This design comes from an exercise in tuning for small area, a short achievable clock period and few clock cycles on the open sky130 flow, not from production work.
At most, simulation tests tie the RTL to the original design; equivalence was not proved.
Power figures rest on the tool's default switching activity, not on a simulated workload.

== job 8959 ==
==> flow/design.v <==
`timescale 1ns/1ps
module cnn_conv_top (
    input  logic        clk,
    input  logic        reset,
    input  logic        pix_valid,
    output logic        pix_ready,
    input  logic [7:0]  pix_byte,
    output logic        out_valid,
    input  logic        out_ready,
    output logic [15:0] out_data,
    output logic [2:0]  out_channel,
    output logic        out_last
);
    localparam int IMG   = 28;
    localparam int DEPTH = 2 * IMG + 3;
    logic [7:0]         in_byte;    
    logic               in_full;
    logic [DEPTH*8-1:0] sr;         
    logic [4:0]         row;        
    logic [4:0]         col;
    logic               busy;       
    logic [6:0]         oh;         
    logic               win_last;   
    logic               s1v;        
    logic               hold;       
    logic               hold_last;
    logic [2:0]         oc;         
    logic               ov;         
    logic take, push, issue, adv_out, s1_take, feed, is_win, full_nx, busy_nx;
    logic [7:0] q_new;
    assign q_new = 8'(({1'b0, in_byte} + 9'd1) >> 1);
    assign take    = pix_valid && pix_ready;
    assign adv_out = !ov || out_ready;
    assign issue   = adv_out && ((oc == 3'd7) ? hold : s1v);
    assign s1_take = issue && (oc != 3'd7);
    assign feed    = busy && (!s1v || s1_take);
    assign push    = in_full && !busy;
    assign is_win  = (row >= 5'd2) && (col >= 5'd2);
    assign full_nx = take || (in_full && !push);
    assign busy_nx = push ? is_win : (busy && !(feed && oh[6]));
    always_ff @(posedge clk) begin
        if (!in_full || push) in_byte <= pix_byte;
        if (push) sr <= {sr[(DEPTH-1)*8-1:0], q_new};
    end
    always_ff @(posedge clk) begin
        if (reset) begin
            in_full   <= 1'b0;
            pix_ready <= 1'b1;
            busy      <= 1'b0;
            oh        <= 7'd1;
            s1v       <= 1'b0;
            hold      <= 1'b0;
            oc        <= 3'd0;
            row       <= 5'd0;
            col       <= 5'd0;
        end else begin
            in_full   <= full_nx;
            busy      <= busy_nx;
            pix_ready <= !full_nx || !busy_nx;
            s1v       <= feed || (s1v && !s1_take);
            if (issue) oc <= oc + 3'd1;
            if (issue && oc == 3'd7) hold <= 1'b0;
            if (feed && oh[6])       hold <= 1'b1;
            if (push) begin
                oh <= 7'd1;
                if (col == 5'(IMG - 1)) begin
                    col <= 5'd0;
                    row <= (row == 5'(IMG - 1)) ? 5'd0 : row + 5'd1;
                end else begin
                    col <= col + 5'd1;
                end
            end else if (feed) begin
                oh <= {oh[5:0], oh[6]};
            end
        end
    end
    always_ff @(posedge clk) begin
        if (push) win_last <= (row == 5'(IMG - 1)) && (col == 5'(IMG - 1));
        if (feed && oh[6]) hold_last <= win_last;
    end
    logic [7:0] a, b, c, d, e, f, g, h, i;
    assign a = sr[58*8 +: 8];
    assign b = sr[57*8 +: 8];
    assign c = sr[56*8 +: 8];
    assign d = sr[30*8 +: 8];
    assign e = sr[29*8 +: 8];
    assign f = sr[28*8 +: 8];
    assign g = sr[2*8 +: 8];
    assign h = sr[1*8 +: 8];
    assign i = sr[0*8 +: 8];
    logic [8:0]         r1_sa, r1_sb, r1_sc, r1_sd;
    logic signed [8:0]  r1_pn, r1_q4, r1_un, r1_vn6;  
    logic signed [9:0]  r1_e3;      
    logic signed [7:0]  r1_em6;     
    logic signed [9:0]  r2_zz, r2_ww;              
    logic [10:0]        r2_n;       
    logic signed [12:0] r3_y;
    logic [14:0]        r4_v7;
    logic signed [13:0] n14, y14;
    logic signed [19:0] w7;
    assign n14 = $signed({3'd0, r2_n});
    assign y14 = 14'(r3_y);
    assign w7  = $signed({y14, 7'd50}) - 20'(y14 <<< 1) - 20'(y14);
    always_ff @(posedge clk) begin
        r1_sa  <= {1'b0, a} + {1'b0, i};
        r1_sb  <= {1'b0, b} + {1'b0, h};
        r1_sc  <= {1'b0, c} + {1'b0, g};
        r1_sd  <= {1'b0, d} + {1'b0, f};
        r1_pn  <= $signed({1'b0, i}) - $signed({1'b0, a});
        r1_q4  <= $signed({1'b0, g}) - $signed({1'b0, c}) + 9'sd4;
        r1_un  <= $signed({1'b0, h}) - $signed({1'b0, b});
        r1_vn6 <= $signed({1'b0, f}) - $signed({1'b0, d}) - 9'sd6;
        r1_e3  <= $signed({1'b0, e, 1'b0}) + $signed({2'd0, e}) - 10'sd3;
        r1_em6 <= 8'(9'sd6 - $signed({1'b0, e}));
        r2_n   <= {2'd0, r1_sa} + {2'd0, r1_sc} + {2'd0, r1_sb} + {2'd0, r1_sd};
        r2_zz  <= 10'(14'(r1_q4) - (14'(r1_pn) <<< 1));
        r2_ww  <= 10'(14'sd28 - 14'(r1_un) - 14'(r1_vn6));
        r3_y   <= 13'((n14 <<< 1) + n14 + 14'(r1_em6));
    end
    always_ff @(posedge clk) begin
        if (!hold) begin
            if (y14 < 14'sd0)          r4_v7 <= 15'd0;
            else if (y14 > 14'sd2096)  r4_v7 <= 15'd32767;
            else                       r4_v7 <= w7[17:3];
        end
    end
    logic signed [13:0] se, si, spn, sq4, sun, svn6, ssb, ssd, szz, sww, oa, ob, oc_;
    assign se   = $signed({6'd0, e});
    assign si   = $signed({6'd0, i});
    assign spn  = 14'(r1_pn);
    assign sq4  = 14'(r1_q4);
    assign sun  = 14'(r1_un);
    assign svn6 = 14'(r1_vn6);
    assign ssb  = $signed({5'd0, r1_sb});
    assign ssd  = $signed({5'd0, r1_sd});
    assign szz  = 14'(r2_zz);
    assign sww  = 14'(r2_ww);
    logic signed [13:0] a0, b0, a1, b1, c1, a2, b2, c2, a3, b3, c3, a4, b4, c4, a5, b5, c5, a6, b6;
    logic signed [13:0] se3;
    assign se3 = 14'(r1_e3);
    assign a0 = (se <<< 3) | 14'sd1;    assign b0 = ~si;
    assign a1 = sq4 <<< 3;              assign b1 = sun <<< 3;     assign c1 = spn <<< 3;
    assign a2 = (spn <<< 2) | 14'sd1;   assign b2 = ~(sq4 <<< 2);  assign c2 = svn6 <<< 3;
    assign a3 = (se <<< 5) | 14'sd18;   assign b3 = ~(ssb <<< 3);  assign c3 = ~(ssd <<< 3);
    assign a4 = n14;                    assign b4 = ~(se <<< 1);   assign c4 = -14'sd47;
    assign a5 = szz <<< 1;              assign b5 = szz;           assign c5 = sww <<< 1;
    assign a6 = (se3 <<< 3) | 14'sd1;   assign b6 = ~(n14 <<< 1);
    assign oa  = ({14{oh[0]}} & a0) | ({14{oh[1]}} & a1) | ({14{oh[2]}} & a2) |
                 ({14{oh[3]}} & a3) | ({14{oh[4]}} & a4) | ({14{oh[5]}} & a5) |
                 ({14{oh[6]}} & a6);
    assign ob  = ({14{oh[0]}} & b0) | ({14{oh[1]}} & b1) | ({14{oh[2]}} & b2) |
                 ({14{oh[3]}} & b3) | ({14{oh[4]}} & b4) | ({14{oh[5]}} & b5) |
                 ({14{oh[6]}} & b6);
    assign oc_ = ({14{oh[1]}} & c1) | ({14{oh[2]}} & c2) | ({14{oh[3]}} & c3) |
                 ({14{oh[4]}} & c4) | ({14{oh[5]}} & c5);
    logic [13:0] s1_s, csa_s, csa_c;
    logic [13:1] s1_c;
    assign csa_s = oa ^ ob ^ oc_;
    assign csa_c = ((oa & ob) | (oa & oc_) | (ob & oc_)) << 1;
    always_ff @(posedge clk) begin
        if (feed) begin
            s1_s <= csa_s;
            s1_c <= csa_c[13:1];
        end
    end
    logic signed [13:0] t1;
    logic [15:0]        res;
    assign t1 = $signed(s1_s + {s1_c, 1'b0});
    always_comb begin
        if (oc == 3'd7)      res = {1'b0, r4_v7};
        else                 res = t1[13] ? 16'd0 : {6'd0, t1[12:3]};
    end
    always_ff @(posedge clk) begin
        if (reset) begin
            out_valid <= 1'b0;
            ov        <= 1'b0;
        end else if (adv_out) begin
            out_valid <= issue;
            ov        <= issue;
        end
    end
    always_ff @(posedge clk) begin
        if (adv_out) begin
            out_data    <= res;
            out_channel <= oc;
            out_last    <= (oc == 3'd7) && hold_last;
        end
    end
endmodule
Settings: LEC_CHECK=0, CAP_MARGIN=20, CORE_MARGIN=2, CORE_UTILIZATION=50, CTS_CLUSTER_DIAMETER=90, CTS_CLUSTER_SIZE=26, SLEW_MARGIN=20; clock period 9.0 ns.
standard.sh (not shown) runs the stock make flow with config.mk's settings and CLKGATE_MAP_FILE= SYNTH_SCRIPT=/design/flow/synth_recipe.tcl, a recipe that flattens the netlist after the stock synthesis.
==> flow/flow/run.sh <==
#!/bin/bash
set -o pipefail
cp standard.sh standard.sh.txt
export SETUP_SLACK_MARGIN=5.95
bash standard.sh > standard.log 2>&1
Testbench counts of job 8959, summed over its fixed seeds: cycles 44,144.
diff inputs: job 8959 => job 7160
- a change of CTS_CLUSTER_DIAMETER from 90 to 80
- a change of CTS_CLUSTER_SIZE from 26 to 28
==> flow/flow/run.sh <==
#!/bin/bash
set -o pipefail
cp standard.sh standard.sh.txt
export SETUP_SLACK_MARGIN=6.1
bash standard.sh > standard.log 2>&1
## What came out
Comparing the two runs side by side, job 7160 comes out behind job 8959 on internal power contribution. Design area ends up lower on job 8959. Compared to job 8959, job 7160 has wire length on met2 about 0.9% higher. Compared with job 8959, in job 7160 instance area at placement now sits at about the same level, critical path data required time -2.12 ns. First-pass GRT wire length ended up 0.51% higher on job 7160 than on job 8959.
> inputs changed (job 7160 -> job 6178)
- swapping 80 for 70 in CTS_CLUSTER_DIAMETER
- putting CTS_BUF_LIST at sky130_fd_sc_hd__clkbuf_8 where nothing was set
- swapping 28 for 20 in CTS_CLUSTER_SIZE
## What came out
The routing usage on met2 of job 7160 and that of job 6178 are within noise of each other.
Looking at via count of the routed design across both flows, job 6178 is the weaker of the two, with job 7160 ahead.
Proportion of total power due to net switching for job 6178: 1.0 points up relative to job 7160
Job 7160 → job 6178: antenna diode count now larger, detailed-route vias per instance now smaller, cell leakage power comparable, post-route met1 wirelength now larger.
Across job 6178 and job 7160, the outcome is the same: a clean finish for every run.
Changes in job 1357 relative to job 6178:
- CTS_CLUSTER_DIAMETER: 70 -> 60
- CTS_BUF_LIST: sky130_fd_sc_hd__clkbuf_8 -> sky130_fd_sc_hd__clkbuf_16
- CTS_CLUSTER_SIZE: 20 -> 34
==> run summary <==
- On worst hold-check slack: between job 6178 and job 1357, it ends up higher for job 6178.
- Post-CTS clock slew at the launch and capture registers of the worst setup and hold paths, job 6178 and job 1357, higher one = job 6178.
- Setup slack of the critical path after layout, job 6178 and job 1357: larger value in job 1357
- Job 1357 vs. job 6178: final cycle utilization of the critical path went down by 0.48 points.

========
RTL: the design.v shown in full above, as it stands there.
==> flow/config.mk <==
export PLATFORM = sky130hd
export DESIGN_NAME = cnn_conv_top
export DESIGN_NICKNAME = cnn_conv_top
export VERILOG_FILES = /design/flow/design.v
export SDC_FILE = /design/flow/constraint.sdc
export NUM_CORES = 4
export LEC_CHECK = 0
export CAP_MARGIN = 20
export CORE_MARGIN = 2
export CORE_UTILIZATION = 50
export CTS_CLUSTER_DIAMETER = 90
export CTS_CLUSTER_SIZE = 26
export SLEW_MARGIN = 20
==> flow/constraint.sdc <==
create_clock -name core_clock -period 9.0 [get_ports {clk}]
set_input_delay 1.8000 -clock core_clock [delete_from_list [all_inputs] [get_ports {clk}]]
set_output_delay 1.8000 -clock core_clock [all_outputs]
set_load 0.01 [all_outputs]
==> flow/flow/run.sh <==
#!/bin/bash
set -o pipefail
cp standard.sh standard.sh.txt
export SETUP_SLACK_MARGIN=6.1
bash standard.sh > standard.log 2>&1
Testbench counts at the start, summed over its fixed seeds: cycles 44,144.
Edit:
CORE_UTILIZATION = 55   (was 50)
PLACE_DENSITY = 0.75   (was not set)
After rerunning: Global-route usage came out higher by 1.3 points; critical path depth came out higher by 7; count of clock-buffer cells in the layout came out lower by 2; combinational power came out lower by about 3%; final cell count came out lower by 2.8%; design area came out lower by 0.83%.
Edit:
==> flow/flow/run.sh (replaced) <==
#!/bin/bash
set -o pipefail
cp standard.sh standard.sh.txt
export SETUP_SLACK_MARGIN=6.2
bash standard.sh > standard.log 2>&1
CORE_UTILIZATION = 50   (was 55)
PLACE_DENSITY = not set   (was 0.75)
Result: The new run went through all stages and came out clean; area after synthesis is unchanged; wire length goes up by 4.7%; cell area goes up by 1.5%; total power goes up by 3.2%; core utilization goes down by 4.7 points; via count hardly moves; cell count goes up by 3.2%; sequential power barely changes; sequential cell count stays the same; hold slack got worse by 0.013 ns.

========
Another version of the RTL of cnn_conv_top (not shown whole).
For scale: about 690 flip-flops, roughly 34 I/O pins, about 32,000 um^2 of cells after synthesis.
clock: 9.0 ns
lec_check: 0
cap_margin: 20
core_margin: 2
core_utilization: 40
setup_slack_margin: 5
slew_margin: 20
run.sh (not shown) runs the stock make flow with config.mk's settings and CLKGATE_MAP_FILE= SYNTH_SCRIPT=/design/flow/synth_recipe.tcl, a recipe that flattens the netlist after the stock synthesis.
Stock flow here: none of the scripts above is used.
Change:
==> flow/flow/run.sh (new file) <==
#!/bin/bash
set -o pipefail
cp standard.sh standard.sh.txt
export SETUP_SLACK_MARGIN=6.0
bash standard.sh > standard.log 2>&1
==> flow/standard.sh (new file) <==
#!/bin/bash
# synth_recipe.tcl (not shown) runs the flow's synth.tcl, then flattens the netlist and writes it again
# the make line also repeats each setting of config.mk as NAME=value (left out here)
make -C /OpenROAD-flow-scripts/flow DESIGN_CONFIG=/design/flow/config.mk WORK_HOME=/design/flow/orfs CLKGATE_MAP_FILE= SYNTH_SCRIPT=/design/flow/synth_recipe.tcl "${@:-finish}"
--- a/flow/config.mk
+++ b/flow/config.mk
@@ -9,4 +9,3 @@
 export CORE_MARGIN = 2
 export CORE_UTILIZATION = 40
-export SETUP_SLACK_MARGIN = 5
 export SLEW_MARGIN = 20
removed: flow/run.sh
Result:
- wire length goes up by about 8%
- clock-buffer cell count goes up by 8
- global-route usage goes up by 0.92 points
- die area is unchanged
- utilization rises by 3.4 points
No functional check of the RTL was part of any run of this note.

========
wip/xenon:
Another version of the RTL of cnn_conv_top (not shown whole).
For scale: ~2,000 cells after synthesis, roughly 730 flip-flops, roughly 34 I/O pins, about 0.030 mm^2 of cells after synthesis.
Design cnn_conv_top, start of the top module:
module cnn_conv_top (
    input  logic        clk,
    input  logic        reset,
    input  logic        pix_valid,
    output logic        pix_ready,
    input  logic [7:0]  pix_byte,
    output logic        out_valid,
    input  logic        out_ready,
    output logic [15:0] out_data,
    output logic [2:0]  out_channel,
    output logic        out_last
);
clock: 9.0 ns
lec_check: 0
cap_margin: 20
core_margin: 2
core_utilization: 40
cts_cluster_diameter: 90
cts_cluster_size: 26
slew_margin: 20
standard.sh (not shown) runs the stock make flow with config.mk's settings and CLKGATE_MAP_FILE= SYNTH_SCRIPT=/design/flow/synth_recipe.tcl, a recipe that flattens the netlist after the stock synthesis.
==> flow/flow/run.sh <==
#!/bin/bash
set -o pipefail
cp standard.sh standard.sh.txt
export SETUP_SLACK_MARGIN=6.3
bash standard.sh > standard.log 2>&1
Testbench counts of wip/xenon, summed over its fixed seeds: cycles 43,940.
Input changes introduced in wip/indigo (baseline for comparison: wip/xenon):
Settings: changing CTS_CLUSTER_SIZE from 26 to 30; changing CTS_CLUSTER_DIAMETER from 90 to 60.
==> run summary <==
Between wip/xenon and wip/indigo, the setup slack is lower for wip/indigo. In the tables for wip/xenon and wip/indigo, source-to-sink clock delay at the later pin of the worst-skew pair reads lower with wip/xenon. wip/xenon → wip/indigo: total power has increased; logic gate share of total power moved down. From wip/xenon to wip/indigo the numbers moved as follows: via count of the first global-routing pass now sits lower; sequential share of layout area fell by 1.1 points; via count picked up an extra 88.
#### Input delta (wip/tundra over wip/indigo)
Settings: clearing CTS_CLUSTER_SIZE, which used to be 30; clearing CTS_CLUSTER_DIAMETER, which used to be 60.
==> flow/flow/run.sh <==
#!/bin/bash
set -o pipefail
cp standard.sh standard.sh.txt
export SETUP_SLACK_MARGIN=6.0
bash standard.sh > standard.log 2>&1
Findings:
Cmp wip/tundra vs wip/indigo: instance count on the critical path higher in wip/tundra. Compared with wip/indigo, wip/tundra shows count of clock-buffer cells in the layout higher by 44. wip/tundra vs. wip/indigo: worst slack at placement shows an increase of 0.055 ns; net switching power figure shows an increase of 1.2%; count of non-CTS inverters in the layout shows a reduction of 2; H-tree depth reported by CTS shows an increase of 1. Looking at post-layout utilization of the core, wip/tundra sits 1.1 points above wip/indigo. wip/indigo has a lower final non-filler cell total than wip/tundra. wip/tundra vs wip/indigo: post-layout instance area up in wip/tundra. On area growth from synthesis to final layout: wip/tundra sits above wip/indigo. As far as arithmetic-cell share of the synthesized area counting full adders, half adders and majority gates goes, wip/tundra and wip/indigo are indistinguishable; the numbers are identical.

-- separate check: timing with driven ports --
The results above use ideal ports. As a check the final layouts listed here were re-extracted and re-timed, cells and wires unchanged. Step 1 (the two cells are an assumption about what drives the block):
set clk [get_ports {clk}]
set_driving_cell -lib_cell sky130_fd_sc_hd__clkbuf_16 $clk
set_driving_cell -lib_cell sky130_fd_sc_hd__buf_2 [delete_from_list [all_inputs] $clk]
Step 2 moves the port delays by t, midway between the first and last clock arrival at a register: inputs arrive t later, outputs are due t later. That takes back most of the time a late clock gives input paths. a / b / c = no drivers / after step 1 / after step 2; a / b = the first two.
run | shift t [ns] | setup slack, ns | cell pins on the clock port's net
job 8959 | 0.636 | 5.948 / 5.948 / 5.541 | 1
job 7160 | 0.629 | 6.084 / 6.024 / 5.550 | 1
job 6178 | 0.716 | 6.011 / 5.954 / 5.537 | 1
job 1357 | 0.657 | 6.054 / 5.995 / 5.572 | 1
the first run of note 2 | 0.620 | 6.089 / 6.029 / 5.619 | 1
the second run of note 2 | 0.619 | 6.100 / 6.053 / 5.596 | 1
the third run of note 2 | 0.635 | 6.085 / 6.023 / 5.628 | 1
the first run of note 3 | 0.669 | 5.076 / 5.076 / 5.076 | 1
the second run of note 3 | 0.667 | 5.497 / 5.497 / 5.497 | 1
wip/xenon | 0.640 | 6.090 / 6.032 / 5.920 | 1
wip/indigo | 0.659 | 6.084 / 6.025 / 5.903 | 1
wip/tundra | 0.678 | 6.062 / 6.007 / 5.452 | 1
After both steps every run listed still meets setup and hold. The setup slack of wip/tundra, which loses most, moves by -0.055 ns with the drivers and by -0.610 ns with both steps.
